From an optimization exercise on the open Yosys and OpenROAD flow, aimed at small area; shortcuts taken in it are not production practice. RTL that was checked went through simulation tests only; none was proved equivalent to the original. Power is estimated from default activity; no workload was simulated.

== cedar ==
Design bus_sniffer, start of the top module:
module bus_sniffer (
  input  logic                clk_i,
  input  logic                rst_ni,
  input  logic                instr_req_i,
  input  sniffer_pkg::addr_t  instr_addr_i,
  input  sniffer_pkg::data_t  instr_wdata_i,
  input  sniffer_pkg::be_t    instr_be_i,
  input  logic                instr_we_i,
  input  logic                instr_rvalid_i,
  input  sniffer_pkg::data_t  instr_rdata_i,
  input  logic                instr_gnt_i,
  input  logic                data_req_i,
  input  sniffer_pkg::addr_t  data_addr_i,
  input  sniffer_pkg::data_t  data_wdata_i,
  input  sniffer_pkg::be_t    data_be_i,
  input  logic                data_we_i,
  input  logic                data_rvalid_i,
  input  sniffer_pkg::data_t  data_rdata_i,
  input  logic                data_gnt_i,
  output logic                sniffer_tdo_o,
  output logic                sniffer_valid_o
);
Size: ~3900 cells after synthesis, about 1500 flip-flops, roughly 210 I/O pins, roughly 48000 um^2 of cells after synthesis.
export LEC_CHECK = 0
export CAP_MARGIN = 20
export CORE_MARGIN = 2
export CORE_UTILIZATION = 65
export CTS_BUF_LIST = sky130_fd_sc_hd__clkbuf_4 sky130_fd_sc_hd__clkbuf_8
export CTS_CLUSTER_DIAMETER = 60
export CTS_CLUSTER_SIZE = 20
export PLACE_DENSITY = 0.75
export SLEW_MARGIN = 20
create_clock -name core_clock -period 5.0 [get_ports {clk_i}]
standard.sh (not shown) runs the stock make flow with config.mk's settings and CLKGATE_MAP_FILE= SYNTH_SCRIPT=/design/flow/synth_recipe.tcl, a recipe that flattens the netlist after the stock synthesis.
==> flow/flow/run.sh <==
#!/bin/bash
# The standard layout (the standard.sh: standard synthesis, floorplan,
# power grid, placement, CTS, routing), with options the flow settings
# cannot reach:
#  - port buffers are the smallest buffer, buf_1, instead of the delay cell
#    buffer_ports picks by default (every port still gets its own buffer)
#  - CTS (same clustering and buffers as config.mk's CTS settings) without
#    dummy loads; the tree is still an H-tree balanced by CTS
# Each tool's output goes to the ORFS logs under orfs/logs/; make's own
# output is kept in flow_make.log here.
set -euo pipefail
cd "$(dirname "$0")/.."
export CTS_ARGS="-sink_clustering_enable -repair_clock_nets -dont_use_dummy_load -sink_clustering_size 20 -sink_clustering_max_diameter 60 -buf_list {sky130_fd_sc_hd__clkbuf_4 sky130_fd_sc_hd__clkbuf_8}"
export BUFFER_PORTS_ARGS="-buffer_cell sky130_fd_sc_hd__buf_1"
bash standard.sh finish > flow_make.log 2>&1
--- input diff cedar..oak ---
diff --git a/flow/design.v b/flow/design.v
--- a/flow/design.v
+++ b/flow/design.v
@@ -90,34 +90,30 @@
 module frame_fifo #(
   parameter int Depth = 16
 ) (
   input  logic                clk_i,
   input  logic                rst_ni,
   input  logic                push_i,
   input  sniffer_pkg::entry_t entry_i,
   input  logic                pop_i,       
   input  logic                release_i,   
-  input  logic                release_next_i,   
   output sniffer_pkg::entry_t head_o,      
   output logic                empty_o
 );
   localparam int Slots = Depth + 1;
   localparam int W     = sniffer_pkg::EntryW;
   localparam int CntW  = $clog2(Depth) + 1;
   logic [CntW-1:0]  count_q;   
   logic             full;
   logic             push_ok;
   logic [Slots-1:0] valid_q;   
   logic [Slots-1:0] load;      
   logic [Slots-1:0] valid_in;  
-  logic [Slots-1:0] valid_d;
-  logic [Slots-1:0] stuck_d;   
-  logic [Slots-1:0] keep_q;    
   logic [Slots-1:0][W-1:0] slot_q;
   logic [Slots-1:0][W-1:0] slot_in;
   assign full    = (count_q == CntW'(Depth));
   assign push_ok = push_i && !full;
   assign empty_o = (count_q == '0);
   always_ff @(posedge clk_i or negedge rst_ni) begin
     if (!rst_ni) begin
       count_q <= '0;
     end else begin
@@ -130,52 +126,46 @@
   end
   always_comb begin
     load[Slots-1] = !valid_q[Slots-1] || release_i;
     for (int k = Slots - 2; k >= 0; k--) begin
       load[k] = !valid_q[k] || load[k+1];
     end
   end
   assign valid_in = {valid_q[Slots-2:0], push_ok};
   assign slot_in  = {slot_q[Slots-2:0], entry_i};
-  always_comb begin
-    for (int k = 0; k < Slots; k++) begin
-      valid_d[k] = load[k] ? valid_in[k] : valid_q[k];
-    end
-    stuck_d[Slots-1] = valid_d[Slots-1] && !release_next_i;
-    for (int k = Slots - 2; k >= 0; k--) begin
-      stuck_d[k] = valid_d[k] && stuck_d[k+1];
-    end
-  end
   always_ff @(posedge clk_i or negedge rst_ni) begin
     if (!rst_ni) begin
       valid_q <= '0;
-      keep_q  <= '0;
     end else begin
-      valid_q <= valid_d;
-      keep_q  <= stuck_d;
+      for (int k = 0; k < Slots; k++) begin
+        if (load[k]) begin
+          valid_q[k] <= valid_in[k];
+        end
+      end
     end
   end
   for (genvar k = 0; k < Slots; k++) begin : g_slot
     always_ff @(posedge clk_i) begin
-      slot_q[k] <= ({W{load[k]}} & slot_in[k]) | ({W{keep_q[k]}} & slot_q[k]);
+      if (load[k]) begin
+        slot_q[k] <= slot_in[k];
+      end
     end
   end
   assign head_o = slot_q[Slots-1];
 endmodule
 module frame_serializer (
   input  logic                clk_i,
   input  logic                rst_ni,
   input  logic                empty_i,
   input  sniffer_pkg::entry_t entry_i,     
   input  sniffer_pkg::ts_t    ts_i,        
   output logic                pop_o,
   output logic                release_o,   
-  output logic                release_next_o,   
   output logic                sniffer_tdo_o,
   output logic                sniffer_valid_o
 );
   localparam int CntW  = $clog2(128);
   localparam int LoW   = 12;
   localparam int HiW   = 32 - LoW;
   localparam int HiPos = 88 + LoW;   
   logic            busy_q;      
   logic [CntW-1:0] bit_cnt_q;   
@@ -193,19 +183,18 @@
     logic lt;
     lt = 1'b0;
     for (int i = 0; i < LoW; i++) begin
       lt = (a[i] ^ b[i]) ? b[i] : lt;
     end
     below = lt;
   endfunction
   assign pop_o     = !busy_q && !empty_i;   
   assign release_o = busy_q && (bit_cnt_q == CntW'(122));   
-  assign release_next_o = busy_q && (bit_cnt_q == CntW'(121));
   assign wrapped = below(ts_i[LoW-1:0], entry_i.ts_lo);
   assign lo_wrap = &ts_i[LoW-1:0];   
   assign hi_win  = (bit_cnt_q >= CntW'(HiPos)) && (bit_cnt_q < CntW'(HiPos + HiW));
   always_ff @(posedge clk_i) begin
     if (!hi_win) begin
       borrow_q <= lo_wrap || wrapped;
       ones_q   <= 1'b1;
     end else begin
       borrow_q <= lo_wrap ? (ones_q && frame_bit) : (borrow_q && !frame_bit);
@@ -279,19 +268,18 @@
   input  logic                data_gnt_i,
   output logic                sniffer_tdo_o,
   output logic                sniffer_valid_o
 );
   logic   push;
   sniffer_pkg::entry_t cap_entry;
   sniffer_pkg::ts_t    ts;
   logic   pop;
   logic   release_head;
-  logic   release_head_next;
   logic   empty;
   sniffer_pkg::entry_t head_entry;
   event_capture u_capture (
     .clk_i     (clk_i),
     .rst_ni    (rst_ni),
     .instr_req_i(instr_req_i),
     .instr_addr_i(instr_addr_i),
     .instr_wdata_i(instr_wdata_i),
     .instr_be_i(instr_be_i),
@@ -314,26 +302,24 @@
   frame_fifo #(
     .Depth (16)
   ) u_fifo (
     .clk_i   (clk_i),
     .rst_ni  (rst_ni),
     .push_i    (push),
     .entry_i   (cap_entry),
     .pop_i     (pop),
     .release_i (release_head),
-    .release_next_i (release_head_next),
     .head_o    (head_entry),
     .empty_o   (empty)
   );
   frame_serializer u_serializer (
     .clk_i           (clk_i),
     .rst_ni          (rst_ni),
     .empty_i         (empty),
     .entry_i         (head_entry),
     .ts_i            (ts),
     .pop_o           (pop),
     .release_o       (release_head),
-    .release_next_o  (release_head_next),
     .sniffer_tdo_o   (sniffer_tdo_o),
     .sniffer_valid_o (sniffer_valid_o)
   );
 endmodule
Notes after the runs:
- Timing, DRC, antenna: 0 failures across cedar and oak
- Comparing met2 track demand over resource for cedar and oak, the smaller number came from oak.
- Clock network power share (lower): cedar
- [oak] count of inserted antenna diode cells rose 4 relative to cedar
- In the flow results for cedar and oak, the total power is smaller on oak.
- Looking at cedar and oak, the die boundary height is a wash.
- Across both runs, total met2 wirelength after detailed routing was lower for oak than for cedar.
- Against cedar, ratio of routed vias to standard cells in oak fell by more than 10%.
- cedar has higher layout sequential cell count than oak.
Only the layout flow was run in cedar; the RTL was not checked for function there.

what the ideal ports hide:
No port has a modelled driver above. Below, the same layouts with a new extraction and two added sets of constraints.
Step 1: set_driving_cell puts a clkbuf_16 on clk_i and a buf_2 on each other input, an assumption about the parent block.
Step 2 adds t to the input delays and takes it off the output delays; t is the mean of the earliest and latest rising clock arrival at the registers after step 1. Input paths then give back, and output paths get back, about the clock's delay inside the block.
a / b / c = ideal ports / drivers / drivers and shift; a / b = the first two.
| run | shift t [ns] | setup WS [ns] | worst setup path at the end | worst data-port slew with drivers (ns) |
|---|---|---|---|---|
| cedar | 0.738 | 1.635 / 1.635 / 1.474 | input to register | 0.06 |
| oak | 0.726 | 0.990 / 0.990 / 0.990 | register to register | 0.06 |
After both steps setup and hold are still met in every run listed. The setup slack of cedar, which loses most, moves by 0.000 ns with the drivers and by -0.161 ns with both steps.
